From an optimization exercise on the open Yosys and OpenROAD flow, aimed at small area, a short achievable clock period and few clock cycles; shortcuts taken in it are not production practice. RTL that was checked went through simulation tests only; none was proved equivalent to the original. Function not checked in run 1: the RTL went through the layout flow alone. No driver is modelled on the clock port, so clocking that relies on it looks cheaper here than on a real chip. Power is estimated from default activity; no workload was simulated.

==> design/flow/design.v <==
module pipe_delay #(
  parameter int WIDTH = 1,
  parameter int DEPTH = 1
) (
  input  logic             clk,
  input  logic             xrst,
  input  logic [WIDTH-1:0] din,
  output logic [WIDTH-1:0] dout
);
  logic [WIDTH-1:0] stage [DEPTH];
  always_ff @(posedge clk) begin
    if (!xrst) begin
      for (int i = 0; i < DEPTH; i++) begin
        stage[i] <= '0;
      end
    end else begin
      stage[0] <= din;
      for (int i = 1; i < DEPTH; i++) begin
        stage[i] <= stage[i-1];
      end
    end
  end
  assign dout = stage[DEPTH-1];
endmodule
module line_mem (
  input  logic        clk,
  input  logic [4:0]  sel,
  input  logic [15:0] din,
  output logic [15:0] dout
);
  logic [15:0] s1;
  logic [15:0] s2  [2];
  logic [15:0] s4  [4];
  logic [15:0] s8  [8];
  logic [15:0] s12 [12];
  logic [15:0] m1, m2, m4, m8, r1, r2;
  always_ff @(posedge clk) begin
    s1 <= din;
    s2[0] <= m1;
    for (int i = 1; i < 2; i++) s2[i] <= s2[i-1];
    r1 <= m2;
    s4[0] <= r1;
    for (int i = 1; i < 4; i++) s4[i] <= s4[i-1];
    s8[0] <= m4;
    for (int i = 1; i < 8; i++) s8[i] <= s8[i-1];
    r2 <= m8;
    s12[0] <= r2;
    for (int i = 1; i < 12; i++) s12[i] <= s12[i-1];
  end
  assign m1   = sel[0] ? s1      : din;
  assign m2   = sel[1] ? s2[1]   : m1;
  assign m4   = sel[2] ? s4[3]   : r1;
  assign m8   = sel[3] ? s8[7]   : m4;
  assign dout = sel[4] ? s12[11] : r2;
endmodule
module window_shift (
  input  logic          clk,
  input  logic [15:0]   pixel,
  input  logic [4:0]    sel1,       
  input  logic [4:0]    sel0,
  input  logic [8:0]    tap_en,     
  output logic [143:0]  win         
);
  logic [15:0] w [9];               
  logic [15:0] u2, u1, u0;          
  logic [15:0] a1, a2, b1, b2;      
  logic [15:0] y1, y0;
  line_mem line1 (.clk(clk), .sel(sel1), .din(a2), .dout(y1));
  line_mem line0 (.clk(clk), .sel(sel0), .din(b2), .dout(y0));
  always_ff @(posedge clk) begin
    u2 <= pixel;
    a1 <= u2;
    a2 <= a1;
    u1 <= y1;
    b1 <= u1;
    b2 <= b1;
    u0 <= y0;
    w[8] <= tap_en[8] ? pixel : 16'd0;
    w[7] <= tap_en[7] ? u2    : 16'd0;
    w[6] <= tap_en[6] ? a1    : 16'd0;
    w[5] <= tap_en[5] ? y1    : 16'd0;
    w[4] <= tap_en[4] ? u1    : 16'd0;
    w[3] <= tap_en[3] ? b1    : 16'd0;
    w[2] <= tap_en[2] ? y0    : 16'd0;
    w[1] <= tap_en[1] ? u0    : 16'd0;
    w[0] <= tap_en[0] ? w[1]  : 16'd0;
  end
  always_comb begin
    for (int t = 0; t < 9; t++)
      win[t*16 +: 16] = w[t];
  end
endmodule
module linebuf_ctrl (
  input  logic        clk,
  input  logic        xrst,
  input  logic [5:0]  img_size,
  input  logic [5:0]  fil_size,
  input  logic [5:0]  pad_size,
  input  logic        req,
  output logic        ack,
  output logic        ready,
  output logic [4:0]  sel1,
  output logic [4:0]  sel0,
  output logic [8:0]  tap_en,       
  output logic        start,
  output logic        valid,
  output logic        stop
);
  logic       pend_v;
  logic [4:0] pend_n1;             
  logic       pend_f1, pend_f2, pend_p1;
  logic       pend_wide;           
  logic       in_busy;
  logic [4:0] in_n1;               
  logic [4:0] in_per1;             
  logic [2:0] in_bub;              
  logic       in_f1, in_f2, in_p1;
  logic [5:0] in_r;                
  logic       in_r5;               
  logic [4:0] icol, irow;          
  logic       coll, rowl, in_last;
  logic [5:0] hold;                
  logic [6:0] timer;               
  logic [4:0] sdly;
  logic       take, go, fire;
  logic [6:0] d0p1;
  logic [4:0] lin_d;
  logic       o_act;
  logic [4:0] wr, wc;              
  logic [4:0] o_per1;
  logic [2:0] o_vb;                
  logic [2:0] o_bub1;              
  logic       o_p1, o_last, o_n1is0;
  logic       wcl, r0m, r2m, c0m, c2m;
  logic       e_start, e_valid, e_stop;
  assign take      = req && ack;
  assign in_last   = coll && rowl;
  assign go        = pend_v && (!in_busy || in_last) && timer[6:1] == '0 &&
                     ((in_busy && in_last) ? in_r5 : hold <= 6'd6);
  assign fire      = timer == 7'd1;
  assign d0p1      = pend_f1 ? 7'd7 :
                     !pend_wide ? (pend_p1 ? 7'd7 : 7'd13) :
                     pend_p1    ? {2'b0, pend_n1} + 7'd3 : {1'b0, pend_n1, 1'b0} + 7'd5;
  assign lin_d     = (in_f1 || in_n1 <= 5'd4) ? 5'd0 : in_n1 - 5'd4;
  always_ff @(posedge clk) begin
    if (!xrst) begin
      pend_v  <= 1'b0;
      ack     <= 1'b1;
      in_busy <= 1'b0;
      ready   <= 1'b0;
      hold    <= '0;
      timer   <= '0;
      sdly    <= '0;
    end else begin
      if (take) begin
        pend_v <= 1'b1;
        ack    <= 1'b0;
      end else if (go) begin
        pend_v <= 1'b0;
        ack    <= 1'b1;
      end
      if (go) begin
        in_busy <= 1'b1;
        ready   <= 1'b1;
      end else if (in_busy && in_last) begin
        in_busy <= 1'b0;
        ready   <= 1'b0;
      end else if (in_busy) begin
        ready   <= coll || (ready && icol != 5'(in_bub));
      end
      if (in_busy && in_last)
        hold <= in_r;
      else if (hold != '0)
        hold <= hold - 1'b1;
      if (go)
        timer <= d0p1;
      else if (timer != '0)
        timer <= timer - 1'b1;
      sdly <= {sdly[3:0], go};
    end
  end
  always_ff @(posedge clk) begin
    if (take) begin
      pend_n1   <= 5'(img_size - 6'd1);
      pend_wide <= fil_size[1:0] == 2'd1 || img_size >= 6'd5;
      pend_f1 <= fil_size[1:0] == 2'd1;
      pend_f2 <= fil_size[1:0] == 2'd2;
      pend_p1 <= pad_size[0];
    end
  end
  always_ff @(posedge clk) begin
    if (go) begin
      in_n1   <= pend_n1;
      in_per1 <= pend_wide ? pend_n1 : 5'd4;
      in_bub  <= pend_wide ? 3'd0 : 3'(3'd4 - pend_n1[2:0]);
      in_f1   <= pend_f1;
      in_f2   <= pend_f2;
      in_p1   <= pend_p1;
      in_r    <= pend_f1 ? 6'd7 : (pend_p1 || pend_f2) ? {1'b0, pend_n1} + 6'd3 : 6'd1;
      in_r5   <= !pend_f1 && ((!pend_p1 && !pend_f2) || pend_n1 <= 5'd2);
      icol    <= pend_wide ? pend_n1 : 5'd4;
      irow    <= pend_n1;
      coll    <= pend_f1 && pend_n1 == '0;
      rowl    <= pend_n1 == '0;
    end else if (in_busy) begin
      if (coll) begin
        icol <= in_per1;
        irow <= irow - 1'b1;
        coll <= in_per1 == '0;
        rowl <= irow == 5'd1;
      end else begin
        icol <= icol - 1'b1;
        coll <= icol == 5'd1;
      end
    end
  end
  always_ff @(posedge clk) begin
    if (sdly[3])
      sel1 <= (lin_d >= 5'd12) ? {1'b1, 4'(lin_d - 5'd12)} : {1'b0, lin_d[3:0]};
    if (sdly[4])
      sel0 <= sel1;
  end
  assign o_last = wr == '0 && wc == 5'(o_vb);
  always_ff @(posedge clk) begin
    if (!xrst) begin
      o_act   <= 1'b0;
      e_start <= 1'b0;
      e_valid <= 1'b0;
      e_stop  <= 1'b0;
      start   <= 1'b0;
      valid   <= 1'b0;
      stop    <= 1'b0;
    end else begin
      if (fire) begin
        o_act   <= 1'b1;
        e_start <= 1'b1;
        e_valid <= 1'b1;
        e_stop  <= 1'b0;
      end else if (o_act) begin
        e_start <= 1'b0;
        if (o_last) begin
          o_act   <= 1'b0;
          e_valid <= 1'b0;
          e_stop  <= 1'b1;
        end else begin
          e_valid <= wcl || (e_valid && wc != 5'(o_vb));
        end
      end else begin
        e_start <= 1'b0;
        e_valid <= 1'b0;
        e_stop  <= 1'b0;
      end
      start <= e_start;
      valid <= e_valid;
      stop  <= e_stop;
    end
  end
  always_ff @(posedge clk) begin
    if (fire) begin
      wr      <= (in_f1 || in_p1) ? in_n1 : in_f2 ? 5'(in_n1 - 1'b1) : 5'(in_n1 - 2'd2);
      wc      <= in_per1;
      o_per1  <= in_per1;
      o_vb    <= in_bub + ((in_f1 || in_p1) ? 3'd0 : in_f2 ? 3'd1 : 3'd2);
      o_bub1  <= in_bub + 1'b1;
      o_n1is0 <= in_n1 == '0;
      wcl     <= in_per1 == '0;
      r0m     <= 1'b1;
      r2m     <= in_n1 == '0;
      c0m     <= 1'b1;
      c2m     <= in_n1 == '0;
      o_p1    <= in_p1;
    end else if (wcl) begin
      wc  <= o_per1;
      wr  <= wr - 1'b1;
      wcl <= o_per1 == '0;
      r0m <= 1'b0;
      r2m <= wr == 5'd1;
      c0m <= 1'b1;
      c2m <= o_n1is0;
    end else begin
      wc  <= wc - 1'b1;
      wcl <= wc == 5'd1;
      c0m <= 1'b0;
      c2m <= wc == 5'(o_bub1);
    end
  end
  always_comb begin
    for (int r = 0; r < 3; r++)
      for (int c = 0; c < 3; c++)
        tap_en[r*3+c] = !(o_act && o_p1 &&
                          ((r == 0 && r0m) || (r == 2 && r2m) ||
                           (c == 0 && c0m) || (c == 2 && c2m)));
  end
endmodule
module linebuf_pad_top (
  input  logic          clk,
  input  logic          xrst,
  input  logic [5:0]    img_size,
  input  logic [5:0]    fil_size,
  input  logic [5:0]    pad_size,
  input  logic          req,
  input  logic [15:0]   pixel,
  output logic          ack,
  output logic          ready,
  output logic [143:0]  win,      
  output logic          start,
  output logic          valid,
  output logic          stop
);
  logic [4:0] sel1, sel0;
  logic [8:0] tap_en;
  linebuf_ctrl ctrl_unit (
    .clk      (clk),
    .xrst     (xrst),
    .img_size (img_size),
    .fil_size (fil_size),
    .pad_size (pad_size),
    .req      (req),
    .ack      (ack),
    .ready    (ready),
    .sel1     (sel1),
    .sel0     (sel0),
    .tap_en   (tap_en),
    .start    (start),
    .valid    (valid),
    .stop     (stop)
  );
  window_shift win_shift (
    .clk      (clk),
    .pixel    (pixel),
    .sel1     (sel1),
    .sel0     (sel0),
    .tap_en   (tap_en),
    .win      (win)
  );
endmodule
==> design/flow/flow/run.sh <==
#!/bin/bash
set -euo pipefail
bash standard.sh cts > log_1_to_cts.txt 2>&1
openroad -no_init -exit flow/skiproot.tcl > log_2_skiproot.txt 2>&1
bash standard.sh finish > log_3_to_finish.txt 2>&1
==> design/flow/flow/skiproot.tcl <==
# Remove the clock tree's root buffer: the clock port net takes over its loads.
set odb orfs/results/sky130hd/linebuf_pad_top/base/4_cts.odb
read_db $odb
set block [ord::get_db_block]
set port [$block findBTerm clk]
set clknet [$port getNet]
set iterms [$clknet getITerms]
if {[llength $iterms] != 1} {
  puts "clock port drives [llength $iterms] pins; left as is"
} else {
  set root [[lindex $iterms 0] getInst]
  set rname [$root getName]
  set rout [$root findITerm X]
  set onet [$rout getNet]
  set loads {}
  foreach it [$onet getITerms] {
    if {[$it isInputSignal]} { lappend loads $it }
  }
  if {[llength $loads] > 4} {
    puts "root drives [llength $loads] pins; left as is"
  } else {
    foreach it $loads {
      $it disconnect
      $it connect $clknet
    }
    [$root findITerm A] disconnect
    $rout disconnect
    odb::dbInst_destroy $root
    odb::dbNet_destroy $onet
    puts "removed root $rname; clock port drives [llength $loads] buffers"
  }
}
write_db $odb
==> design/flow/standard.sh <==
#!/bin/bash
# synth_recipe.tcl (not shown) runs the flow's synth.tcl, then flattens the netlist and writes it again
# the make line also repeats each setting of config.mk as NAME=value (left out here)
make -C /OpenROAD-flow-scripts/flow DESIGN_CONFIG=/design/flow/config.mk WORK_HOME=/design/flow/orfs CLKGATE_MAP_FILE= SYNTH_SCRIPT=/design/flow/synth_recipe.tcl "${@:-finish}"
==> design/flow/config.mk <==
export PLATFORM = sky130hd
export DESIGN_NAME = linebuf_pad_top
export DESIGN_NICKNAME = linebuf_pad_top
export VERILOG_FILES = /design/flow/design.v
export SDC_FILE = /design/flow/constraint.sdc
export NUM_CORES = 4
export LEC_CHECK = 0
export CAP_MARGIN = 20
export CORE_MARGIN = 2
export CORE_UTILIZATION = 65
export CTS_BUF_LIST = sky130_fd_sc_hd__clkbuf_16
export CTS_CLUSTER_DIAMETER = 80
export CTS_CLUSTER_SIZE = 30
export SETUP_SLACK_MARGIN = 3.8
export SLEW_MARGIN = 20
==> design/flow/constraint.sdc <==
create_clock -name core_clock -period 6.0 [get_ports {clk}]
set_input_delay 1.2000 -clock core_clock [delete_from_list [all_inputs] [get_ports {clk}]]
set_output_delay 1.2000 -clock core_clock [all_outputs]
set_load 0.01 [all_outputs]
==> summary.md, run 1 <==
| Metric | Value |
|---|---|
| Status | `no timing/DRC/antenna violations` |
| Yosys reg bits | `1,279` |
| Largest net degree at the start of global routing | `49` |
| Root Buffer | `clkbuf_16` |
| Tot Pwr | `15,370 uW` |
| # IOs | `186` |
| Ys flop type | `dfxtp_1` |
| Max-slew headroom | `0.3106` |
| Slew @ Worst Pin | `1.034 ns` |
| Setup Viol. Count Final | `0` |
| CP Capture Type | `flip-flop` |
| Filler instances | `3,041` |
| Clock slew at reported path FFs | `0.11 ns` |
| Hold path cells | `0` |
| Worst hold endpoint | `win_shift.line1.s2[1][3]` |
| Routed Antenna Nets | `0` |
| Mapped Nets | `2,063` |
| TNS Setup | `0 ns` |
| Vias in the first global route | `14.14k` |
| Area grow syn2layout | `11.73%` |
| WL per Instance | `16.35 um` |
| PD cells | `434.5 nW/um^2` |
| Final Skew | `0.02119 ns` |
| Hold Path Origin | `win_shift.line1.s2[0][3]` |
| Nets | `2,256` |
| EDFF count, synth | `73` |
| Synth top area share | `0.7624` |
| Final Hold Viols | `0` |
| Initial Util | `0.6604` |
| Syn Area/Cell | `15.87 um^2` |
| PortBufs | `176` |
| Synth Cell Area | `31,670 um^2` |
| Drt drc | `0` |
| Die width | `224.7 um` |
| Slowest CP cell | `edfxtp_1` |
| Avg Vias per Cell | `4.913` |
| CP peak stage delay | `0.42 ns` |
| Core area | `47,950 um^2` |
| Layout cells sized above 1 | `0.2195` |
| Post-synthesis cell type count | `60` |
| R2R setup slack | `3.75 ns` |
| Cell taking the most area after synthesis | `dfxtp_1` |
| Area of the multi-input gates | `4985 um^2` |
| Non-Filler Instances | `2,815` |
| Critical path startpoint category | `flip-flop` |
| Maximum VDD drop | `0.3736 mV` |
| Die height | `224.7 um` |
| Critical path fanouts, max | `5` |
| Cts hold-fix bufs | `0` |
| Clk sinks | `1,279` |
| Min Tclk post-route | `2.253 ns` |
| First-pass GRT wire length | `72.98 mm` |
| First DRT Iteration DRCs | `688` |
| Max-cap violations | `0` |
| Buffers & Inverters on Critical Path | `1` |
| Initial antenna violation count | `1` |
| Gr usage total | `0.1820` |
| Ant. Diodes | `0` |
| Placed Cells | `2,733` |
| Worst-Skew Late Latency | `0.44 ns` |
| Routed WL | `46.02 mm` |
| Warnings from Yosys | `8` |
| Drt first pass iters | `5` |
| Rows | `80` |
| Top Family by Delay on Critical Path | `compound AO/OA/AOI/OAI gates` |
| Max Fclk | `0.4439 GHz` |
| Inserted Clock Buffers | `49` |
| CTS Buffer Depth | `3` |
| Final Max Slew Viols | `0` |
| Synth async-reset ratio | `0` |
| CP arrival | `2.45 ns` |
| CP required | `6.20 ns` |
| CP Class | `flip-flop to flip-flop` |
| CTS tree | `built` |
| Worst reg2reg path startpoint | `ctrl_unit.in_n1[1]` |
| H-Tree Depth | `2` |
| Hold Path Class | `flip-flop to flip-flop` |
| Tcrit/Tclk final | `0.3754` |
| GR Overflow Total | `0` |
| DP HPWL | `29.27 mm` |
| Synthesized netlist cell count | `1,995` |
| Seq/Total Area, Yosys | `0.8317` |
| Vias | `13.83k` |
| Worst Setup SP | `ctrl_unit.in_n1[1]` |
| Die Footprint | `50,500 um^2` |
| RSZ-0062 raised after global routing | `true` |
| Reg area | `26,420 um^2` |
| FF-to-FF End | `ctrl_unit.sel1[3]` |
| FF-to-FF path depth | `8` |
| Worst hold slack | `0.3208 ns` |
| Static Leakage | `0.01470 uW` |
| CP most frequent cell | `ha_1` |
| Routability cong. | `0.8780` |
| Cell Chain, Critical Path | `inv_1, ha_1, a2bb2oi_1, o21ai_2, nor2_1, ha_1, a2bb2oi_2, mux2_2` |
| Ranking of synthesized cells by area | `dfxtp_1 (76%), edfxtp_1 (6.9%), mux2_2 (5.9%)` |
## synthesized netlist by cell type, types with 9 or more instances
library cell  number
clkbuf_1          50
nand3_1           14
edfxtp_1          73
inv_1             38
mux2_2           165
nor3_1            20
xor2_1            21
nand2_1           24
nor2_1            33
ha_1              30
o21ai_0           26
dfxtp_1         1206
and2_1            75
and3_1            68
xnor2_1           20
nand2b_1           9
mux2i_1            9
a21oi_1           23
## registers in the layout, summed over array words and instances, names as in the netlist, 32 cells and up
register / flops
win_shift.w: 144
win_shift.line1.s4: 64
win_shift.line0.s2: 32
win_shift.line1.s8: 128
win_shift.line1.s12: 192
win_shift.line0.s12: 192
win_shift.line0.s4: 64
win_shift.line0.s8: 128
win_shift.line1.s2: 32
## metrics by stage
stage,worst slack [ns],cell area [um^2],utilization
global placement,3.331,34000,0.7092
global route,3.654,35380,0.7379
CTS,3.643,35340,0.7371
floorplan,3.836,31670,-
finish,3.747,35380,0.7379
detailed placement,3.322,34030,0.7098
## cell families (layout without fill, tap and decap cells)
logic type,Yosys count,after routing,share of synthesized area
buffers and inverters,97,302,0.01201
xor gates and xnor gates,41,41,0.01134
adders and majority gates,31,31,0.01249
and+or+nand+nor,280,280,0.05157
AOI/OAI and AO/OA,93,93,0.01940
muxes,174,174,0.06152
DFF,1279,1279,0.8317
## layout by cell type, fill, tap and decap left out, types with 3 or more instances in the layout
master and count:
nand2b_1 9, ha_1 29, or3_1 4, xor2_1 21
inv_1 42, clkdlybuf4s50_1 25, nand3_1 11, o211ai_1 3
nand2_1 24, nand3_2 3, o31a_1 4, clkinv_8 4
buf_4 21, nor4_1 4, xnor2_1 20, buf_6 69
nor3_1 20, a211oi_1 6, nor2b_1 3, nand3b_1 4
and3_1 68, o31ai_1 4, dfxtp_1 1138, mux2_2 165
mux2i_1 9, o21a_1 4, nor4b_1 3, o21ai_0 25
and2_1 75, nor3b_1 3, a21oi_1 22, edfxtp_1 73
buf_2 80, dfxtp_2 67, clkbuf_16 50, nor2_1 33
## per-layer routing
| layer | global-route usage | share of wire | routed length [um] |
|---|---|---|---|
| met1 | 0.2414 | 0.47 | 21440 |
| met2 | 0.3046 | 0.47 | 21470 |
| met3 | 0.03841 | 0.048 | 2192 |
| met4 | 0.05213 | 0.020 | 900 |
| met5 | 0 | 0.00028 | 13 |
## how the worst max path moves through the flow
stage | to | slack, ns | cells past startpoint
finish | ctrl_unit.sel1[3] | 3.75 | 8
global route | ctrl_unit.sel1[3] | 3.65 | 8
CTS | win[75] | 3.64 | 1
detailed placement | ctrl_unit.pend_n1[4] | 3.32 | 6
global placement | ctrl_unit.pend_n1[4] | 3.33 | 6
floorplan | ctrl_unit.sel1[3] | 3.84 | 8
## worst register-to-register path, delay by kind of cell (launching register included)
| kind | cells | cell delay (ns) |
|---|---|---|
| muxes | 1 | 0.35 |
| AOI/OAI and AO/OA | 3 | 0.54 |
| adders and majority gates | 2 | 0.44 |
| and+or+nand+nor | 1 | 0.09 |
| buffers and inverters | 1 | 0.17 |
| DFF | 1 | 0.42 |
## power by group
group	switching [uW]	total, uW	internal, uW	leakage, uW
Clock	2330	3870	1540	0.000688
Combinational	822	1570	746	0.00317
Sequential	399	9940	9540	0.0108
Total	3550	15400	11800	0.0147
## layout make-up
class                           count  area share
Sequential cell                  1279      0.7468
Multi-Input combinational cell    619      0.1409
Timing Repair Buffer              200     0.04742
Clock buffer                       50     0.03536
Tap cell                          615     0.02175
Inverter                           40    0.004668
Clock inverter                     12    0.003077
## timing repair
| action | 4_1_cts | 5_1_grt |
|---|---|---|
| pin swaps | 3 | 0 |
| gates resized for setup | 743 | 12 |
| setup buffers | 18 | 1 |
| setup endpoints to repair | 225 | 40 |
==> run 2: changes to the inputs <==
--- a/design/flow/design.v
+++ b/design/flow/design.v
@@ -125,5 +125,5 @@
   logic       take, go, fire;
   logic [6:0] d0p1;
-  logic [4:0] lin_d;
+  logic       tle1, hle6;          
   logic       o_act;
   logic [4:0] wr, wc;              
@@ -136,11 +136,10 @@
   assign take      = req && ack;
   assign in_last   = coll && rowl;
-  assign go        = pend_v && (!in_busy || in_last) && timer[6:1] == '0 &&
-                     ((in_busy && in_last) ? in_r5 : hold <= 6'd6);
+  assign go        = pend_v && (!in_busy || in_last) && tle1 &&
+                     ((in_busy && in_last) ? in_r5 : hle6);
   assign fire      = timer == 7'd1;
   assign d0p1      = pend_f1 ? 7'd7 :
                      !pend_wide ? (pend_p1 ? 7'd7 : 7'd13) :
                      pend_p1    ? {2'b0, pend_n1} + 7'd3 : {1'b0, pend_n1, 1'b0} + 7'd5;
-  assign lin_d     = (in_f1 || in_n1 <= 5'd4) ? 5'd0 : in_n1 - 5'd4;
   always_ff @(posedge clk) begin
     if (!xrst) begin
@@ -151,4 +150,6 @@
       hold    <= '0;
       timer   <= '0;
+      tle1    <= 1'b1;
+      hle6    <= 1'b1;
       sdly    <= '0;
     end else begin
@@ -169,12 +170,20 @@
         ready   <= coll || (ready && icol != 5'(in_bub));
       end
-      if (in_busy && in_last)
+      if (in_busy && in_last) begin
         hold <= in_r;
-      else if (hold != '0)
-        hold <= hold - 1'b1;
-      if (go)
+        hle6 <= in_r <= 6'd6;
+      end else begin
+        if (hold != '0)
+          hold <= hold - 1'b1;
+        hle6 <= hold <= 6'd7;
+      end
+      if (go) begin
         timer <= d0p1;
-      else if (timer != '0)
-        timer <= timer - 1'b1;
+        tle1  <= 1'b0;
+      end else begin
+        if (timer != '0)
+          timer <= timer - 1'b1;
+        tle1 <= timer <= 7'd2;
+      end
       sdly <= {sdly[3:0], go};
     end
@@ -217,5 +226,6 @@
   always_ff @(posedge clk) begin
     if (sdly[3])
-      sel1 <= (lin_d >= 5'd12) ? {1'b1, 4'(lin_d - 5'd12)} : {1'b0, lin_d[3:0]};
+      sel1 <= (in_f1 || in_n1 <= 5'd4) ? 5'd0 :
+              in_n1[4] ? {1'b1, in_n1[3:0]} : {1'b0, in_n1[3:2] - 2'd1, in_n1[1:0]};
     if (sdly[4])
       sel0 <= sel1;
--- a/design/flow/config.mk
+++ b/design/flow/config.mk
@@ -12,4 +12,4 @@
 export CTS_CLUSTER_DIAMETER = 80
 export CTS_CLUSTER_SIZE = 30
-export SETUP_SLACK_MARGIN = 3.8
+export SETUP_SLACK_MARGIN = 4.2
 export SLEW_MARGIN = 20
==> summary.md, run 2 <==
| Metric | Value |
|---|---|
| Core area | `47,850 um^2` |
| RSZ-0062 raised after global routing | `true` |
| Buffers & Inverters on Critical Path | `1` |
| Synthesized netlist cell count | `2,002` |
| CP Class | `flip-flop to output pin` |
| GR Overflow Total | `0` |
| Routed WL | `47.56 mm` |
| Root Buffer | `clkbuf_16` |
| Slew @ Worst Pin | `0.9460 ns` |
| Worst reg2reg path startpoint | `ctrl_unit.in_p1` |
| Setup Viol. Count Final | `0` |
| Top Family by Delay on Critical Path | `flip-flops` |
| Layout cells sized above 1 | `0.2500` |
| Max Fclk | `0.4675 GHz` |
| EDFF count, synth | `73` |
| Synth async-reset ratio | `0` |
| Crit path to | `ready` |
| Routed Antenna Nets | `0` |
| Drt drc | `0` |
| Avg Vias per Cell | `4.901` |
| H-Tree Depth | `2` |
| TNS Setup | `0 ns` |
| Critical path fanouts, max | `2` |
| CTS tree | `built` |
| Static Leakage | `0.01497 uW` |
| CP Capture Type | `output pin` |
| Commonest non-fill, non-tap cell in the layout | `dfxtp_1` |
| PD cells | `424.5 nW/um^2` |
| First DRT Iteration DRCs | `770` |
| # IOs | `186` |
| Most frequent cells in the layout | `dfxtp_1 (1,115), mux2_2 (160), buf_6 (93)` |
| Die height | `224.5 um` |
| Final Skew | `0.01864 ns` |
| Most frequent cell after synthesis | `dfxtp_1` |
| Placed Area | `33,990 um^2` |
| Cell Chain, Critical Path | `buf_6` |
| Drt first pass iters | `5` |
| Clk sinks | `1,281` |
| Area grow syn2layout | `13.86%` |
| Warnings from Yosys | `8` |
| Worst-Skew Late Latency | `0.44 ns` |
| Final Hold Viols | `0` |
| Initial Util | `0.6607` |
| Initial antenna violation count | `3` |
| Mapped Nets | `2,070` |
| Biggest regs | `win_shift.line0.s12: 192 flops, win_shift.line1.s12: 192 flops, win_shift.w: 144 flops` |
| Slowest CP cell | `dfxtp_4` |
| Rows | `80` |
| Vias in the first global route | `14.04k` |
| Ys flop type | `dfxtp_1` |
| Nets | `2,301` |
| R2R setup slack | `4.23 ns` |
| Hold Path Class | `flip-flop to flip-flop` |
| FF-to-FF End | `ctrl_unit.o_vb[1]` |
| FF-to-FF path depth | `4` |
| Die width | `224.5 um` |
| CTS Buffer Depth | `3` |
| CP peak stage delay | `0.38 ns` |
| Routability cong. | `0.8019` |
| Syn Area/Cell | `15.79 um^2` |
| Cell taking the most area after synthesis | `dfxtp_1` |
| Die Footprint | `50,420 um^2` |
| Ranking of synthesized cells by area | `dfxtp_1 (76%), edfxtp_1 (6.9%), mux2_2 (5.7%)` |
| CP Depth | `1` |
| Post-synthesis cell type count | `54` |
| Critical path startpoint category | `flip-flop` |
| Largest net degree at the start of global routing | `49` |
| Ant. Diodes | `0` |
| CP required | `4.80 ns` |
| Top cells by count, synth | `dfxtp_1 (1,208), mux2_2 (160), and2_1 (75), edfxtp_1 (73), and3_1 (66)` |
| Worst Setup SP | `ctrl_unit.ready` |
| Yosys reg bits | `1,281` |
| Seq/Total Area, Yosys | `0.8343` |
| Min Tclk post-route | `2.139 ns` |
| Max-slew headroom | `0.3693` |
| Vias | `14.01k` |
| Clock slew at reported path FFs | `0.11 ns` |
| Inserted Clock Buffers | `49` |
| DP HPWL | `28.80 mm` |
| Status | `no timing/DRC/antenna violations` |
| Tcrit/Tclk final | `0.3565` |
| Maximum VDD drop | `0.3703 mV` |
| Cts hold-fix bufs | `0` |
| WL per Instance | `16.64 um` |
| Design Area, Final | `35,990 um^2` |
| Max-cap violations | `0` |
| PortBufs | `176` |
| Synth Cell Area | `31,610 um^2` |
| Gr usage total | `0.1826` |
| First-pass GRT wire length | `73.06 mm` |
| Final Max Slew Viols | `0` |
| Synth top area share | `0.7650` |
| CP arrival | `0.94 ns` |
-- run 2: cell types whose count changed after synthesis, sizes merged, moves of 4 or more --
cell / previous run / this run
xnor2: 20 / 28
nand2: 25 / 35
nor3: 20 / 13
nor2: 33 / 48
nor2b: 3 / 10
o31a: 4 / 0
o21a: 4 / 0
mux2: 165 / 161
a21oi: 23 / 30
xor2: 21 / 14
buf: 7 / 11
-- run 2: per-stage QoR --
stage | util | cells | setup slack, ns | power, uW | hold slack [ns]
6_report | 0.7523 | 2859 | 3.861 | 15280 | 0.3210
5_1_grt | 0.7523 | 2859 | 3.829 | 15910 | 0.3292
4_1_cts | 0.7411 | 2835 | 3.634 | 15290 | 0.3251
2_1_floorplan | - | 2002 | 3.928 | 10750 | 0.3096
3_5_place_dp | 0.7104 | 2738 | 3.265 | 11350 | 0.3121
3_3_place_gp | 0.7098 | 2737 | 3.263 | 11250 | 0.3101
-- run 2: worst min-delay path by stage --
stage                                      from                           to  slack, ns  depth (start not counted)
global placement                win_shift.u1[2]            win_shift.w[4][2]       0.31                          0
floorplan             win_shift.line0.s12[9][0]   win_shift.line0.s12[10][0]       0.31                          0
CTS                    win_shift.line0.s4[0][5]     win_shift.line0.s4[1][5]       0.33                          0
global route                    win_shift.u1[3]            win_shift.w[4][3]       0.33                          0
detailed placement   win_shift.line0.s12[10][4]   win_shift.line0.s12[11][4]       0.31                          0
finish              win_shift.line0.s12[10][12]  win_shift.line0.s12[11][12]       0.32                          0
-- run 2: final cells by class --
type                    count  area [um^2]
flip-flops and latches   1281        26500
multi-input cells         627         5049
well taps                 615        769.5
inverters                  40        203.9
clock inverters            12        106.4
fillers                  3012        11850
repair inverters            4        33.78
repair buffers            231         2103
clock buffers              49         1226
-- run 2: routing by layer --
layer  vias up  routed length (um)  global-route usage
met1      6722               22100              0.2449
met4         0                1023             0.05298
met3        72                2140             0.03383
met5         -                   0                   0
li1       6969                   -                   -
met2       249               22300              0.3058
-- run 2: worst register-to-register path: cells and delay by family (launching register included) --
kind | cells | cell delay [ns]
fa+ha+maj | 1 | 0.52
buf+inv | 2 | 0.19
simple gates | 1 | 0.36
flops | 1 | 0.48
-- run 2: kinds of logic after synthesis --
logic type	count (synthesis)	share of synthesized area
XOR/XNOR	42	0.01164
buffers and inverters	98	0.01255
adder cells (fa/ha/maj)	31	0.01251
AO/OA/AOI/OAI	87	0.01734
multiplexers	168	0.05968
AND/OR/NAND/NOR	295	0.05197
flip-flops	1281	0.8343
-- run 2: where the power goes --
part | total (uW) | leakage, uW | switching [uW] | internal [uW]
combinational | 1600 | 0.00343 | 806 | 791
sequential | 9850 | 0.0109 | 388 | 9460
clock | 3830 | 0.000672 | 2320 | 1510
total | 15300 | 0.0150 | 3520 | 11800
-- run 2: what timing repair did --
item / 4_1_cts / 5_1_grt
resized for setup: 755 / 100
pin swaps: 5 / 12
gates cloned: 2 / 6
endpoints found under the setup margin: 305 / 231
hold endpoints to repair: 0 / 0
setup buffers: 33 / 19
Testbench counts of run 2, summed over its fixed seeds: cycles 22,692.
==> run 3: changes to the inputs <==
--- a/design/flow/config.mk
+++ b/design/flow/config.mk
@@ -6,4 +6,5 @@
 export NUM_CORES = 4
 export LEC_CHECK = 0
+export ABC_AREA = 1
 export CAP_MARGIN = 20
 export CORE_MARGIN = 2
@@ -12,4 +13,4 @@
 export CTS_CLUSTER_DIAMETER = 80
 export CTS_CLUSTER_SIZE = 30
-export SETUP_SLACK_MARGIN = 4.2
+export SETUP_SLACK_MARGIN = 4.0
 export SLEW_MARGIN = 20
==> summary.md, run 3 <==
| Metric | Value |
|---|---|
| TNS Setup | `0 ns` |
| Top cells by count, synth | `dfxtp_1 (1,208), nand2_1 (444), inv_1 (231), nor2_1 (115), edfxtp_1 (73)` |
| FF-to-FF End | `ctrl_unit.rowl` |
| Mapped Nets | `2,490` |
| Setup Viol. Count Final | `0` |
| Synth async-reset ratio | `0` |
| Critical path startpoint category | `flip-flop` |
| Critical path fanouts, max | `3` |
| Syn Area/Cell | `13.18 um^2` |
| Routed Antenna Nets | `0` |
| Most frequent cell after synthesis | `dfxtp_1` |
| Ant. Diodes | `0` |
| # IOs | `186` |
| First DRT Iteration DRCs | `749` |
| PortBufs | `176` |
| Worst-Skew Late Latency | `0.43 ns` |
| Clk sinks | `1,281` |
| Nets | `2,691` |
| CTS Buffer Depth | `3` |
| CP peak stage delay | `0.38 ns` |
| PD cells | `406.2 nW/um^2` |
| Avg Vias per Cell | `4.649` |
| Post-synthesis cell type count | `38` |
| Design Area, Final | `35,790 um^2` |
| Die Footprint | `50,900 um^2` |
| Root Buffer | `clkbuf_16` |
| H-Tree Depth | `2` |
| Final Hold Viols | `0` |
| Slew @ Worst Pin | `0.9150 ns` |
| Drt drc | `0` |
| Biggest regs | `win_shift.line0.s12: 192 flops, win_shift.line1.s12: 192 flops, win_shift.w: 144 flops` |
| Initial antenna violation count | `0` |
| Gr usage total | `0.1803` |
| Final Skew | `0.02807 ns` |
| Max-cap violations | `0` |
| Tcrit/Tclk final | `0.3548` |
| Worst hold endpoint | `win_shift.line1.s12[1][15]` |
| Cell Chain, Critical Path | `buf_6` |
| Slowest CP cell | `dfxtp_4` |
| Synthesized netlist cell count | `2,422` |
| Yosys reg bits | `1,281` |
| Die height | `225.6 um` |
| Routed WL | `46.44 mm` |
| Filler instances | `3,311` |
| Static Leakage | `0.01610 uW` |
| Clock slew at reported path FFs | `0.11 ns` |
| EDFF count, synth | `73` |
| Area grow syn2layout | `12.11%` |
| Cell taking the most area after synthesis | `dfxtp_1` |
| Synth Cell Area | `31,930 um^2` |
| Rows | `81` |
| Warnings from Yosys | `8` |
| Routability cong. | `0.8563` |
| Buffers & Inverters on Critical Path | `1` |
| Die width | `225.6 um` |
| Top Family by Delay on Critical Path | `flip-flops` |
| Top Metal Used | `met4` |
| Synth top area share | `0.7575` |
| Vias | `15.32k` |
| Ranking of synthesized cells by area | `dfxtp_1 (76%), edfxtp_1 (6.9%), nand2_1 (5.2%)` |
| CP Class | `flip-flop to output pin` |
| CP required | `4.80 ns` |
| Status | `no timing/DRC/antenna violations` |
| Seq/Total Area, Yosys | `0.8261` |
| Core area | `48,750 um^2` |
| Layout cells sized above 1 | `0.1555` |
| Max Fclk | `0.4697 GHz` |
| Met2 WL | `21.98 mm` |
| GR Overflow Total | `0` |
| DP HPWL | `30.01 mm` |
| Hold Path Class | `flip-flop to flip-flop` |
| First-pass GRT wire length | `73.75 mm` |
| Min Tclk post-route | `2.129 ns` |
| Vias in the first global route | `15.01k` |
| Maximum VDD drop | `0.2870 mV` |
| Most frequent cells in the layout | `dfxtp_1 (1,117), nand2_1 (440), inv_1 (233)` |
| Largest net degree at the start of global routing | `39` |
| Max-slew headroom | `0.3900` |
| Hold Path Origin | `win_shift.line1.s12[0][15]` |
| CP Capture Type | `output pin` |
| Met3 WL | `1.755 mm` |
| Placed Area | `34,330 um^2` |
| Ys flop type | `dfxtp_1` |
| Cts hold-fix bufs | `0` |
| WL per Instance | `14.09 um` |
| Hold path cells | `0` |
| RSZ-0062 raised after global routing | `true` |
| CP arrival | `0.93 ns` |
| FF-to-FF path depth | `4` |
| Inserted Clock Buffers | `49` |
| Commonest non-fill, non-tap cell in the layout | `dfxtp_1` |
| Initial Util | `0.6549` |
| R2R setup slack | `4.16 ns` |
| Worst reg2reg path startpoint | `ctrl_unit.coll` |
| Drt first pass iters | `5` |
| Final Max Slew Viols | `0` |
| CTS tree | `built` |
| Routed metal-1 wire length | `21.50 mm` |
run 3: changes by cell type after synthesis, moves of 66 or more:
cell | previous run | this run
nor2_1 | 47 | 115
and3_1 | 66 | 0
inv_1 | 38 | 231
and2_1 | 75 | 0
nand2_1 | 34 | 444
mux2_2 | 160 | 64
run 3: final cells by class:
type / instances / area, um^2 / area share
Clock inverter: 9 / 82.58 / 0.002307
Sequential cell: 1281 / 26510 / 0.7407
Multi-Input combinational cell: 864 / 4523 / 0.1264
Tap cell: 664 / 830.8 / 0.02321
Clock buffer: 49 / 1226 / 0.03426
Timing Repair Buffer: 195 / 1735 / 0.04849
Inverter: 233 / 880.8 / 0.02461
run 3: logic make-up after synthesis:
group                    synth area share
flip-flops                         0.8261
AND/OR/NAND/NOR                   0.07897
buffers and inverters             0.03378
AO/OA/AOI/OAI                     0.02038
multiplexers                      0.02257
adder cells (fa/ha/maj)           0.01238
XOR/XNOR                         0.005761
run 3: worst max-delay path by stage:
| stage | startpoint | endpoint | slack (ns) | depth (start not counted) |
|---|---|---|---|---|
| floorplan | xrst | ctrl_unit.tle1 | 4.06 | 3 |
| global placement | xrst | ctrl_unit.hold[5] | 3.18 | 3 |
| detailed placement | xrst | ctrl_unit.hold[3] | 3.10 | 3 |
| CTS | win_shift.w[5][5] | win[85] | 3.65 | 1 |
| global route | win_shift.w[4][15] | win[79] | 3.84 | 1 |
| finish | win_shift.w[4][15] | win[79] | 3.87 | 1 |
run 3: metrics by stage:
stage	std cells	utilization	total power, uW	setup slack (ns)	hold slack (ns)
2_1_floorplan	2422	-	10400	4.056	0.3096
3_3_place_gp	3219	0.7042	10820	3.177	0.3099
3_5_place_dp	3219	0.7042	10910	3.096	0.3121
5_1_grt	3295	0.7342	15140	3.836	0.3266
6_report	3295	0.7342	14540	3.871	0.3179
4_1_cts	3292	0.7300	14700	3.645	0.3241
run 3: worst reg2reg max path, cell delays in order (launching register included):
cell and delay [ns]:
edfxtp_1 0.51, nand2_2 0.10, o21ai_2 0.22, nand3_4 0.35, o21ai_2 0.32
run 3: what timing repair did:
action,4_1_cts,5_1_grt
pin swaps,0,1
cloned,0,1
setup buffers,14,2
setup endpoints to repair,220,175
gates resized for setup,756,61
run 3: report_power, final:
part | internal [uW] | total, uW | switching [uW]
registers | 9240 | 9490 | 255
logic | 494 | 1240 | 745
clock network | 1500 | 3810 | 2310
run 3: routing by layer:
metal,track usage,vias up
met5,0,-
met4,0.05725,0
met3,0.02667,78
met2,0.3051,252
met1,0.2413,7177
li1,-,7810
==> run 4: changes to the inputs <==
--- a/design/flow/config.mk
+++ b/design/flow/config.mk
@@ -6,5 +6,4 @@
 export NUM_CORES = 4
 export LEC_CHECK = 0
-export ABC_AREA = 1
 export CAP_MARGIN = 20
 export CORE_MARGIN = 2
==> summary.md, run 4 <==
| Metric | Value |
|---|---|
| Min Tclk post-route | `2.135 ns` |
| Reg area | `26,500 um^2` |
| Initial Util | `0.6607` |
| Largest net degree at the start of global routing | `49` |
| Area of the multi-input gates | `4937 um^2` |
| Max Fclk | `0.4684 GHz` |
| Buffers & Inverters on Critical Path | `1` |
| PnR worst setup slack | `3.865 ns` |
| Core area | `47,850 um^2` |
| FF-to-FF End | `ctrl_unit.r2m` |
| Rows | `80` |
| Drt drc | `0` |
| Cell taking the most area after synthesis | `dfxtp_1` |
| Status | `no timing/DRC/antenna violations` |
| Post-synthesis cell type count | `54` |
| Maximum VDD drop | `0.4269 mV` |
| Final Skew | `0.01949 ns` |
| Routability cong. | `0.7797` |
| Warnings from Yosys | `8` |
| CP arrival | `0.94 ns` |
| Synth async-reset ratio | `0` |
| Die height | `224.5 um` |
| Routed WL | `45.14 mm` |
| DP HPWL | `28.34 mm` |
| CP Class | `flip-flop to output pin` |
| Synth Cell Area | `31,610 um^2` |
| Seq/Total Area, Yosys | `0.8343` |
| Post-synthesis mux area share | `0.05968` |
| Most frequent cells in the layout | `dfxtp_1 (1,113), mux2_2 (160), buf_6 (96)` |
| Biggest regs | `win_shift.line0.s12: 192 flops, win_shift.line1.s12: 192 flops, win_shift.w: 144 flops` |
| Main combinational cell family by area after synthesis | `multiplexers` |
| Inserted Clock Buffers | `49` |
| CTS Buffer Depth | `3` |
| Commonest non-fill, non-tap cell in the layout | `dfxtp_1` |
| Tcrit/Tclk final | `0.3558` |
| WL per Instance | `15.94 um` |
| First DRT Iteration DRCs | `598` |
| Hold Path Origin | `win_shift.line1.s8[1][2]` |
| Clock slew at reported path FFs | `0.11 ns` |
| Xor/xnor cell area share of the yosys netlist | `0.01164` |
| Slew @ Worst Pin | `1.063 ns` |
| Max-slew headroom | `0.2914` |
| Hold Path Class | `flip-flop to flip-flop` |
| Layout cells sized above 1 | `0.2351` |
| Final Hold Viols | `0` |
| Synth top area share | `0.7650` |
| First-pass GRT wire length | `71.45 mm` |
| Mapped Nets | `2,070` |
| Adder-cell share of the synthesized area | `0.01251` |
| Top cells by count, synth | `dfxtp_1 (1,208), mux2_2 (160), and2_1 (75), edfxtp_1 (73), and3_1 (66)` |
| Hold path cells | `0` |
| FF-to-FF path depth | `4` |
| Nets | `2,273` |
| # IOs | `186` |
| Drt first pass iters | `5` |
| Worst-Skew Late Latency | `0.44 ns` |
| Worst reg2reg path startpoint | `ctrl_unit.timer[3]` |
| PortBufs | `176` |
| Syn Area/Cell | `15.79 um^2` |
| Pre-CTS setup slack | `3.151 ns` |
| Avg Vias per Cell | `4.893` |
| Filler instances | `3,031` |
| Gr usage total | `0.1774` |
| Ys flop type | `dfxtp_1` |
| Setup Viol. Count Final | `0` |
| Critical path fanouts, max | `2` |
| CP required | `4.80 ns` |
| Root Buffer | `clkbuf_16` |
| Compound-Gate Fraction of Synth Area | `0.01734` |
| Vias | `13.86k` |
| Slowest CP cell | `dfxtp_4` |
| Most frequent cell after synthesis | `dfxtp_1` |
| Top Family by Delay on Critical Path | `flip-flops` |
| Critical path startpoint category | `flip-flop` |
| Static Leakage | `0.01476 uW` |
| Synthesized netlist cell count | `2,002` |
| Clk sinks | `1,281` |
| Area grow syn2layout | `12.76%` |
| Final Max Slew Viols | `0` |
| Area share of and/or/nand/nor cells after synthesis | `0.05197` |
| Die Footprint | `50,420 um^2` |
| Routed Antenna Nets | `0` |
| H-Tree Depth | `2` |
| Die width | `224.5 um` |
| Max-cap violations | `0` |
| Initial antenna violation count | `1` |
| CP peak stage delay | `0.38 ns` |
| R2R setup slack | `4.08 ns` |
| CTS tree | `built` |
| RSZ-0062 raised after global routing | `true` |
| EDFF count, synth | `73` |
| Yosys reg bits | `1,281` |
| CP Capture Type | `output pin` |
| Worst hold endpoint | `win_shift.line1.s8[2][2]` |
| TNS Setup | `0 ns` |
| Ranking of synthesized cells by area | `dfxtp_1 (76%), edfxtp_1 (6.9%), mux2_2 (5.7%)` |
| Vias in the first global route | `13.83k` |
| PD cells | `423.4 nW/um^2` |
| Cell Chain, Critical Path | `buf_6` |
| GR Overflow Total | `0` |
==> run 4: cell types whose count changed after synthesis, moves of 10 or more <==
cell / delta
nor2_1: -68
clkbuf_1: +20
nand3_1: -23
nand2_1: -410
inv_1: -193
mux2_2: +96
and3_1: +66
o21ai_0: -31
xnor2_1: +22
nor2b_1: +10
a21oi_1: -14
and2_1: +75
==> run 4: cell families (layout without fill, tap and decap cells) <==
logic type | Yosys count | in the layout
flops | 1281 | 1281
compound gates | 87 | 88
mux | 168 | 168
xor+xnor | 42 | 42
fa+ha+maj | 31 | 31
buf+inv | 98 | 311
other cells | 0 | 1
simple gates | 295 | 295
==> run 4: repair_timing <==
item,4_1_cts,5_1_grt
endpoints found under the setup margin,276,193
cloned,1,0
gates resized for setup,752,69
buffers inserted,22,9
pin swaps,1,2
hold buffers,0,0
==> run 4: report_power, final <==
group          switching, uW  leakage (uW)  internal, uW  total (uW)
logic                    717       0.00321           691        1410
registers                370        0.0109          9460        9830
clock network           2320      0.000681          1540        3860
==> run 4: stage by stage <==
| stage | std cells | utilization | area, um^2 | hold slack (ns) | power (uW) |
|---|---|---|---|---|---|
| after floorplan | 2002 | - | 31640 | 0.3096 | 10750 |
| after CTS | 2823 | 0.7388 | 35350 | 0.3268 | 15200 |
| after global placement | 2737 | 0.7097 | 33960 | 0.3096 | 11250 |
| final | 2832 | 0.7450 | 35650 | 0.3200 | 15090 |
| after global routing | 2831 | 0.7450 | 35640 | 0.3221 | 15720 |
| after detailed placement | 2738 | 0.7103 | 33990 | 0.3121 | 11340 |
==> run 4: layout make-up <==
type	count	area share
antenna	1	0.00007020
sequential	1281	0.7434
multi-input combinational	624	0.1385
clock buffer	50	0.03510
clock inverter	11	0.002808
inverter	40	0.005230
tap	615	0.02159
timing repair buffer	210	0.05328
==> run 4: worst max-delay path by stage <==
stage          slack (ns)                   end          startpoint  depth (start not counted)
2_1_floorplan        3.93  ctrl_unit.pend_n1[4]         img_size[1]                          5
3_3_place_gp         3.18    ctrl_unit.timer[5]                xrst                          4
3_5_place_dp         3.15    ctrl_unit.timer[5]                xrst                          4
4_1_cts              3.64               win[75]  win_shift.w[4][11]                          1
5_1_grt              3.83               win[75]  win_shift.w[4][11]                          1
6_report             3.86                 ready     ctrl_unit.ready                          1
==> run 4: metal layers <==
layer  part of all wire  global-route usage
met5                  0                   0
met4              0.021             0.05084
met3              0.047             0.03370
met2               0.46              0.2888
met1               0.47              0.2452
==> run 5: changes to the inputs <==
--- a/design/flow/config.mk
+++ b/design/flow/config.mk
@@ -8,5 +8,5 @@
 export CAP_MARGIN = 20
 export CORE_MARGIN = 2
-export CORE_UTILIZATION = 65
+export CORE_UTILIZATION = 72
 export CTS_BUF_LIST = sky130_fd_sc_hd__clkbuf_16
 export CTS_CLUSTER_DIAMETER = 80
==> summary.md, run 5 <==
| Metric | Value |
|---|---|
| Status | `no timing/DRC/antenna violations` |
| Buffers & Inverters on Critical Path | `1` |
| Slew @ Worst Pin | `1.031 ns` |
| Die Footprint | `45,600 um^2` |
| Vias in the first global route | `14.02k` |
| Cts hold-fix bufs | `0` |
| PortBufs | `176` |
| Routed WL | `47.85 mm` |
| Initial antenna violation count | `0` |
| Max Fclk | `0.4707 GHz` |
| Biggest regs | `win_shift.line0.s12: 192 flops, win_shift.line1.s12: 192 flops, win_shift.w: 144 flops` |
| Final core occ | `0.8232` |
| Syn Area/Cell | `15.79 um^2` |
| Warnings from Yosys | `8` |
| CP Capture Type | `output pin` |
| Setup Viol. Count Final | `0` |
| Static Leakage | `0.01474 uW` |
| Hold path cells | `0` |
| WL per Instance | `17.11 um` |
| R2R setup slack | `4.09 ns` |
| Min Tclk post-route | `2.124 ns` |
| Synth top area share | `0.7650` |
| Final Skew | `0.01843 ns` |
| Final Max Slew Viols | `0` |
| DP HPWL | `29.22 mm` |
| First-pass GRT wire length | `74.44 mm` |
| CTS tree | `built` |
| Adder-cell share of the synthesized area | `0.01251` |
| Area share of and/or/nand/nor cells after synthesis | `0.05197` |
| Nets | `2,270` |
| Compound-Gate Fraction of Synth Area | `0.01734` |
| Critical path startpoint category | `flip-flop` |
| Layout cells sized above 1 | `0.2343` |
| PD cells | `422.0 nW/um^2` |
| Hold Path Class | `flip-flop to flip-flop` |
| Hold Path Origin | `win_shift.line1.s8[6][14]` |
| Worst hold slack | `0.3244 ns` |
| Area grow syn2layout | `12.42%` |
| TNS Setup | `0 ns` |
| Yosys reg bits | `1,281` |
| CP peak stage delay | `0.38 ns` |
| # IOs | `186` |
| Max-slew headroom | `0.3124` |
| Initial Util | `0.7323` |
| Root Buffer | `clkbuf_16` |
| Die height | `213.5 um` |
| Clk sinks | `1,281` |
| Placed Cells | `2,707` |
| Main combinational cell family by area after synthesis | `multiplexers` |
| H-Tree Depth | `2` |
| CP required | `4.80 ns` |
| Core area | `43,170 um^2` |
| Inserted Clock Buffers | `48` |
| Post-synthesis mux area share | `0.05968` |
| Vias | `13.85k` |
| Gr usage total | `0.2097` |
| CP Class | `flip-flop to output pin` |
| FF-to-FF End | `ctrl_unit.wr[2]` |
| Maximum VDD drop | `0.3505 mV` |
| Final Hold Viols | `0` |
| Synth async-reset ratio | `0` |
| Cell Chain, Critical Path | `buf_6` |
| Critical path fanouts, max | `1` |
| Routed Antenna Nets | `0` |
| Commonest non-fill, non-tap cell in the layout | `dfxtp_1` |
| Worst reg2reg path startpoint | `ctrl_unit.timer[3]` |
| Synthesized netlist cell count | `2,002` |
| Worst hold endpoint | `win_shift.line1.s8[7][14]` |
| Filler instances | `2,254` |
| Routability cong. | `0.8505` |
| Slowest CP cell | `dfxtp_2` |
| Xor/xnor cell area share of the yosys netlist | `0.01164` |
| Avg Vias per Cell | `4.952` |
| Clock slew at reported path FFs | `0.10 ns` |
| Ranking of synthesized cells by area | `dfxtp_1 (76%), edfxtp_1 (6.9%), mux2_2 (5.7%)` |
| Cell taking the most area after synthesis | `dfxtp_1` |
| Post-synthesis cell type count | `54` |
| Ys flop type | `dfxtp_1` |
| CTS Buffer Depth | `3` |
| Mapped Nets | `2,070` |
| FF-to-FF path depth | `4` |
| GR Overflow Total | `0` |
| Seq/Total Area, Yosys | `0.8343` |
| Rows | `76` |
| Worst-Skew Late Latency | `0.43 ns` |
| Most frequent cells in the layout | `dfxtp_1 (1,108), mux2_2 (160), buf_6 (102)` |
| Synth Cell Area | `31,610 um^2` |
| Most frequent cell after synthesis | `dfxtp_1` |
| Drt first pass iters | `5` |
| Non-Filler Instances | `2,797` |
| Largest net degree at the start of global routing | `49` |
| Die width | `213.5 um` |
| Tcrit/Tclk final | `0.3541` |
| Top Family by Delay on Critical Path | `flip-flops` |
| Max-cap violations | `0` |
| Drt drc | `0` |
| First DRT Iteration DRCs | `744` |
| RSZ-0062 raised after global routing | `true` |
| Top cells by count, synth | `dfxtp_1 (1,208), mux2_2 (160), and2_1 (75), edfxtp_1 (73), and3_1 (66)` |
| CP arrival | `0.92 ns` |
| EDFF count, synth | `73` |
[run 5: cell types whose count changed in the layout (fill, tap and decap cells not counted), sizes merged]
cell | before | now
inv | 46 | 47
bufinv | 0 | 1
clkinv | 4 | 2
buf | 183 | 181
clkbuf | 51 | 49
dlymetal6s2s | 1 | 3
clkdlybuf4s15 | 1 | 0
clkdlybuf4s50 | 24 | 22
[run 5: final cells by class]
| class | count | area (um^2) | area share |
|---|---|---|---|
| Timing Repair Buffer | 208 | 1902 | 0.05352 |
| Clock buffer | 47 | 1176 | 0.03310 |
| Clock inverter | 11 | 98.84 | 0.002781 |
| Tap cell | 585 | 732.0 | 0.02060 |
| Inverter | 40 | 181.4 | 0.005105 |
| Multi-Input combinational cell | 624 | 4940 | 0.1390 |
| Sequential cell | 1281 | 26510 | 0.7458 |
| Antenna cell | 1 | 2.502 | 0.00007042 |
[run 5: worst max path at each step]
| stage | cells past startpoint | startpoint | slack, ns | to |
|---|---|---|---|---|
| 6_report | 1 | win_shift.w[6][1] | 3.88 | win[97] |
| 5_1_grt | 1 | ctrl_unit.ready | 3.85 | ready |
| 4_1_cts | 1 | ctrl_unit.ready | 3.66 | ready |
| 3_5_place_dp | 4 | xrst | 3.24 | ctrl_unit.timer[5] |
| 3_3_place_gp | 4 | xrst | 3.26 | ctrl_unit.timer[5] |
| 2_1_floorplan | 5 | img_size[1] | 3.93 | ctrl_unit.pend_n1[4] |
[run 5: cell families (layout without fill, tap and decap cells)]
kind of cell | Yosys count | count (layout)
adders and majority gates | 31 | 31
buffers and inverters | 98 | 306
muxes | 168 | 168
and+or+nand+nor | 295 | 295
DFF | 1281 | 1281
other | 0 | 1
AOI/OAI and AO/OA | 87 | 88
xor gates and xnor gates | 42 | 42
[run 5: stage by stage]
stage	cell area [um^2]	power (uW)	worst slack, ns
finish	35540	15000	3.876
global route	35540	15570	3.849
floorplan	31640	10750	3.928
global placement	33920	11240	3.261
detailed placement	33920	11340	3.242
CTS	35180	15070	3.656
[run 5: layer usage]
layer	part of all wire	up-vias	global-route usage
li1	-	6885	-
met1	0.44	6649	0.2758
met2	0.50	253	0.3667
met3	0.044	63	0.03866
met4	0.017	0	0.04454
met5	0	-	0
[run 5: power by group]
part / internal (uW) / switching, uW
logic: 681 / 705
registers: 9460 / 389
clock network: 1480 / 2280
total: 11600 / 3380
[run 5: timing repair]
| action | in CTS | in global routing |
|---|---|---|
| setup endpoints to repair | 323 | 175 |
| pin swaps | 1 | 0 |
| resized for setup | 741 | 91 |
| gates cloned | 1 | 0 |
| buffers inserted | 20 | 10 |
==> run 6: changes to the inputs <==
--- a/design/flow/design.v
+++ b/design/flow/design.v
@@ -116,5 +116,4 @@
   logic [2:0] in_bub;              
   logic       in_f1, in_f2, in_p1;
-  logic [5:0] in_r;                
   logic       in_r5;               
   logic [4:0] icol, irow;          
@@ -171,6 +170,6 @@
       end
       if (in_busy && in_last) begin
-        hold <= in_r;
-        hle6 <= in_r <= 6'd6;
+        hold <= in_f1 ? 6'd7 : (in_p1 || in_f2) ? {1'b0, in_n1} + 6'd3 : 6'd1;
+        hle6 <= !in_f1 && ((!in_p1 && !in_f2) || in_n1 <= 5'd3);
       end else begin
         if (hold != '0)
@@ -206,5 +205,4 @@
       in_f2   <= pend_f2;
       in_p1   <= pend_p1;
-      in_r    <= pend_f1 ? 6'd7 : (pend_p1 || pend_f2) ? {1'b0, pend_n1} + 6'd3 : 6'd1;
       in_r5   <= !pend_f1 && ((!pend_p1 && !pend_f2) || pend_n1 <= 5'd2);
       icol    <= pend_wide ? pend_n1 : 5'd4;
==> summary.md, run 6 <==
| Metric | Value |
|---|---|
| Cell Chain, Critical Path | `buf_6` |
| Status | `no timing/DRC/antenna violations` |
| Root Buffer | `clkbuf_16` |
| Gr usage total | `0.2082` |
| Yosys reg bits | `1,275` |
| Top cells by count, synth | `dfxtp_1 (1,208), mux2_2 (161), and2_1 (75), edfxtp_1 (67), and3_1 (66)` |
| Die width | `213.4 um` |
| Drt drc | `0` |
| Inserted Clock Buffers | `49` |
| Synth Cell Area | `31,560 um^2` |
| Final Max Slew Viols | `0` |
| PortBufs | `176` |
| Tot Pwr | `14,960 uW` |
| Avg Vias per Cell | `4.973` |
| WL per Instance | `17.24 um` |
| Buffers & Inverters on Critical Path | `1` |
| RSZ-0062 raised after global routing | `true` |
| Max Fclk | `0.4713 GHz` |
| Biggest regs | `win_shift.line0.s12: 192 flops, win_shift.line1.s12: 192 flops, win_shift.w: 144 flops` |
| H-Tree Depth | `2` |
| Synth async-reset ratio | `0` |
| Drt first pass iters | `5` |
| Ranking of synthesized cells by area | `dfxtp_1 (77%), edfxtp_1 (6.4%), mux2_2 (5.7%)` |
| Die height | `213.4 um` |
| Max-slew headroom | `0.3300` |
| Area grow syn2layout | `12.30%` |
| PD cells | `422.2 nW/um^2` |
| Synthesized netlist cell count | `1,995` |
| CP arrival | `0.92 ns` |
| Syn Area/Cell | `15.82 um^2` |
| Routed Antenna Nets | `0` |
| PnR worst setup slack | `3.878 ns` |
| Most frequent cell after synthesis | `dfxtp_1` |
| Final Skew | `0.01677 ns` |
| Slew @ Worst Pin | `1.005 ns` |
| CTS Buffer Depth | `3` |
| Design Area, Final | `35,440 um^2` |
| Min Tclk post-route | `2.122 ns` |
| Layout cells sized above 1 | `0.2340` |
| Maximum VDD drop | `0.3976 mV` |
| Top Family by Delay on Critical Path | `flip-flops` |
| Max-cap violations | `0` |
| Critical path startpoint category | `flip-flop` |
| Routed WL | `47.97 mm` |
| Clock slew at reported path FFs | `0.11 ns` |
| First-pass GRT wire length | `73.94 mm` |
| Critical path fanouts, max | `2` |
| Initial Util | `0.7310` |
| Core area | `43,170 um^2` |
| Clk sinks | `1,275` |
| Vias | `13.83k` |
| Final Hold Viols | `0` |
| CP required | `4.80 ns` |
| Static Leakage | `0.01474 uW` |
| CP Capture Type | `output pin` |
| Largest net degree at the start of global routing | `49` |
| Die Footprint | `45,520 um^2` |
| DP HPWL | `29.23 mm` |
| CP peak stage delay | `0.37 ns` |
| Commonest non-fill, non-tap cell in the layout | `dfxtp_1` |
| Mapped Nets | `2,067` |
| Warnings from Yosys | `8` |
| EDFF count, synth | `67` |
| Pre-CTS setup slack | `3.305 ns` |
| Cell taking the most area after synthesis | `dfxtp_1` |
| CP Class | `flip-flop to output pin` |
| Initial antenna violation count | `2` |
| Hold Path Class | `flip-flop to flip-flop` |
| Synth top area share | `0.7663` |
| Most frequent cells in the layout | `dfxtp_1 (1,110), mux2_2 (161), buf_6 (99)` |
| First DRT Iteration DRCs | `784` |
| Routability cong. | `0.7910` |
| Slowest CP cell | `dfxtp_4` |
| Ys flop type | `dfxtp_1` |
| Worst-Skew Late Latency | `0.44 ns` |
| Ant. Diodes | `0` |
| Rows | `76` |
| Tcrit/Tclk final | `0.3536` |
| Setup Viol. Count Final | `0` |
| Post-synthesis cell type count | `66` |
| # IOs | `186` |
| Placed Area | `33,810 um^2` |
| TNS Setup | `0 ns` |
| Vias in the first global route | `14.15k` |
| Nets | `2,258` |
| Seq/Total Area, Yosys | `0.8300` |
| CTS tree | `built` |
| GR Overflow Total | `0` |
run 6: cell types whose count changed after synthesis, moves of 4 or more:
cell,change
xnor2_1,-4
nor2b_1,-5
a211oi_1,-5
edfxtp_1,-6
ha_1,+4
nor3_2,+4
buf_2,+15
xor2_1,+4
clkbuf_1,-17
nand3b_1,-5
inv_1,-6
nor3b_1,+5
a21oi_1,+6
run 6: final cells by class:
type | instances | area [um^2]
sequential | 1275 | 26320
fill | 2257 | 7730
multi-input combinational | 626 | 5002
timing repair buffer | 201 | 1878
clock buffer | 50 | 1251
tap | 585 | 732.0
inverter | 34 | 148.9
clock inverter | 11 | 106.4
run 6: path summary, 6_finish.rpt:
| kind | slack [ns] | endpoint | startpoint | cells past startpoint |
|---|---|---|---|---|
| setup reg to reg | 4.09 | ctrl_unit.o_vb[1] | ctrl_unit.in_f2 | 4 |
| hold reg to reg | 0.32 | win_shift.line1.s8[4][5] | win_shift.line1.s8[3][5] | 0 |
| setup / recovery | 3.88 | ready | ctrl_unit.ready | 1 |
| hold / removal | 0.32 | win_shift.line1.s8[4][5] | win_shift.line1.s8[3][5] | 0 |
run 6: power breakdown:
part | total (uW) | switching [uW] | internal [uW]
clock network | 3870 | 2330 | 1540
registers | 9790 | 390 | 9390
logic | 1310 | 642 | 665
run 6: cell families after synthesis:
logic type,synth area share
xor gates and xnor gates,0.01166
AOI/OAI and AO/OA,0.01887
muxes,0.06030
and+or+nand+nor,0.05182
DFF,0.8300
adders and majority gates,0.01411
buffers and inverters,0.01324
run 6: through the flow:
step | hold slack (ns) | instances | utilization
2_1_floorplan | 0.3096 | 1995 | -
3_3_place_gp | 0.3098 | 2699 | 0.7832
3_5_place_dp | 0.3121 | 2699 | 0.7832
4_1_cts | 0.3158 | 2778 | 0.8149
5_1_grt | 0.3189 | 2782 | 0.8209
6_report | 0.3159 | 2782 | 0.8209
run 6: layer usage:
layer  up-vias  GRT usage  part of all wire  wire, um
li1       6892          -                 -         -
met1      6637     0.2661              0.43     20620
met2       248     0.3688              0.51     24240
met3        55    0.03852             0.048      2319
met4         2    0.05172             0.016       777
met5         -          0           0.00023        11
run 6: timing repair:
action                                 CTS  global route
gates cloned                             0             1
setup endpoints to repair              254           166
buffers inserted                        17             4
endpoints found under the hold margin    0             0
hold buffers                             0             0
gates resized for setup                750            64
run 6: worst reg2reg max path, delay by kind of cell, from the launching register on:
kind	cells	cell delay (ns)
buf+inv	1	0.14
fa+ha+maj	2	0.66
flops	1	0.57
simple gates	1	0.31
Testbench counts of run 6, summed over its fixed seeds: cycles 22,692.
==> run 7: changes to the inputs <==
--- a/design/flow/config.mk
+++ b/design/flow/config.mk
@@ -10,6 +10,6 @@
 export CORE_UTILIZATION = 72
 export CTS_BUF_LIST = sky130_fd_sc_hd__clkbuf_16
-export CTS_CLUSTER_DIAMETER = 80
-export CTS_CLUSTER_SIZE = 30
+export CTS_CLUSTER_DIAMETER = 60
+export CTS_CLUSTER_SIZE = 20
 export SETUP_SLACK_MARGIN = 4.0
 export SLEW_MARGIN = 20
==> summary.md, run 7 <==
| Metric | Value |
|---|---|
| Status | `no timing/DRC/antenna violations` |
| Xor/xnor cell area share of the yosys netlist | `0.01166` |
| TNS Setup | `0 ns` |
| Post-synthesis cell type count | `66` |
| Reg area | `26,330 um^2` |
| Die width | `213.4 um` |
| EDFF count, synth | `67` |
| Final Hold Viols | `0` |
| Slew @ Worst Pin | `1.036 ns` |
| Worst-Skew Late Latency | `0.63 ns` |
| Most frequent cell after synthesis | `dfxtp_1` |
| Area share of and/or/nand/nor cells after synthesis | `0.05182` |
| First DRT Iteration DRCs | `867` |
| Root Buffer | `clkbuf_16` |
| Cell Chain, Critical Path | `buf_6` |
| Yosys reg bits | `1,275` |
| Vias | `14.24k` |
| Initial Util | `0.7310` |
| Routed WL | `52.35 mm` |
| Ranking of synthesized cells by area | `dfxtp_1 (77%), edfxtp_1 (6.4%), mux2_2 (5.7%)` |
| Clk sinks | `1,275` |
| PnR worst setup slack | `3.700 ns` |
| Nets | `2,283` |
| Rows | `76` |
| Max-slew headroom | `0.3092` |
| Synthesized netlist cell count | `1,995` |
| Synth async-reset ratio | `0` |
| Initial antenna violation count | `1` |
| Placed Area | `33,810 um^2` |
| Synth top area share | `0.7663` |
| Tcrit/Tclk final | `0.3833` |
| Die Footprint | `45,520 um^2` |
| Mapped Nets | `2,067` |
| CP peak stage delay | `0.36 ns` |
| Buffers & Inverters on Critical Path | `1` |
| Synth Cell Area | `31,560 um^2` |
| Top Family by Delay on Critical Path | `flip-flops` |
| First-pass GRT wire length | `81.24 mm` |
| Top cells by count, synth | `dfxtp_1 (1,208), mux2_2 (161), and2_1 (75), edfxtp_1 (67), and3_1 (66)` |
| CTS Buffer Depth | `3` |
| Design Area, Final | `36,140 um^2` |
| Layout cells sized above 1 | `0.2457` |
| Drt first pass iters | `4` |
| Die height | `213.4 um` |
| Final Max Slew Viols | `0` |
| Critical path startpoint category | `flip-flop` |
| Post-synthesis mux area share | `0.06030` |
| Critical path fanouts, max | `2` |
| Adder-cell share of the synthesized area | `0.01411` |
| Biggest regs | `win_shift.line0.s12: 192 flops, win_shift.line1.s12: 192 flops, win_shift.w: 144 flops` |
| Pre-CTS setup slack | `3.305 ns` |
| Vias in the first global route | `15.01k` |
| Most frequent cells in the layout | `dfxtp_1 (1,104), mux2_2 (161), buf_6 (106)` |
| CP required | `4.80 ns` |
| # IOs | `186` |
| Max-cap violations | `0` |
| H-Tree Depth | `3` |
| Seq/Total Area, Yosys | `0.8300` |
| Min Tclk post-route | `2.300 ns` |
| Syn Area/Cell | `15.82 um^2` |
| Commonest non-fill, non-tap cell in the layout | `dfxtp_1` |
| Max Fclk | `0.4348 GHz` |
| DP HPWL | `29.23 mm` |
| RSZ-0062 raised after global routing | `true` |
| Compound-Gate Fraction of Synth Area | `0.01887` |
| PD cells | `443.9 nW/um^2` |
| Static Leakage | `0.01508 uW` |
| Area of the multi-input gates | `5004 um^2` |
| Largest net degree at the start of global routing | `49` |
| Routability cong. | `0.7910` |
| Hold Path Class | `flip-flop to flip-flop` |
==> run 7: changes by cell type in the layout (fill, tap and decap cells not counted), moves of 3 or more <==
cell	delta
inv_1	+5
dfxtp_2	+7
clkbuf_16	+26
buf_6	+7
dlymetal6s2s_1	-4
dfxtp_1	-6
buf_2	-7
clkdlybuf4s50_1	+3
==> run 7: kinds of logic (layout without fill, tap and decap cells) <==
kind of cell | count (synthesis) | in the layout
flops | 1275 | 1275
simple gates | 286 | 286
mux | 170 | 170
buf+inv | 94 | 329
compound gates | 93 | 93
xor+xnor | 42 | 42
fa+ha+maj | 35 | 35
other cells | 0 | 1
==> run 7: final timing paths <==
check / end / depth (start not counted) / startpoint
setup / recovery: ready / 1 / ctrl_unit.ready
hold / removal: win_shift.line1.s12[10][9] / 0 / win_shift.line1.s12[9][9]
setup reg to reg: ctrl_unit.timer[2] / 4 / ctrl_unit.coll
hold reg to reg: win_shift.line1.s12[10][9] / 0 / win_shift.line1.s12[9][9]
==> run 7: repair_timing <==
item,in CTS,in global routing
setup endpoints to repair,219,157
gates resized for setup,754,70
endpoints found under the hold margin,0,0
setup buffers,18,3
pin swaps,0,0
cloned,0,0
==> run 7: metrics by stage <==
step	total power, uW	util	hold slack (ns)	cells
after floorplan	10650	-	0.3096	1995
after global placement	11130	0.7832	0.3098	2699
after detailed placement	11240	0.7832	0.3121	2699
after CTS	16050	0.8306	0.3227	2812
after global routing	16660	0.8371	0.3293	2815
final	16040	0.8371	0.3163	2816
==> run 7: metal layers <==
layer / global-route usage / wire length [um] / vias up
li1: - / - / 6952
met1: 0.2841 / 21760 / 6923
met2: 0.4229 / 27230 / 292
met3: 0.05082 / 2358 / 70
met4: 0.05819 / 1000 / 0
met5: 0 / 0 / -
==> run 7: cell type report <==
class,count,share of cell area
Timing Repair Buffer,200,0.05183
Sequential cell,1275,0.7285
Clock inverter,18,0.003427
Multi-Input combinational cell,626,0.1384
Antenna cell,1,0.00006924
Tap cell,585,0.02025
Inverter,34,0.004189
Clock buffer,77,0.05331
==> run 7: where the power goes <==
group	total [uW]	internal, uW	switching (uW)	leakage [uW]
clock network	4920	2320	2590	0.00105
logic	1320	672	653	0.00322
registers	9800	9390	406	0.0108
total	16000	12400	3650	0.0151

Check on run 7: ideal ports give 3.700 ns setup slack; a clkbuf_16 on the clock port and buf_2 on the inputs give 3.645 ns; moving port delays by the midpoint clock arrival (0.676 ns) as well gives 3.428 ns.
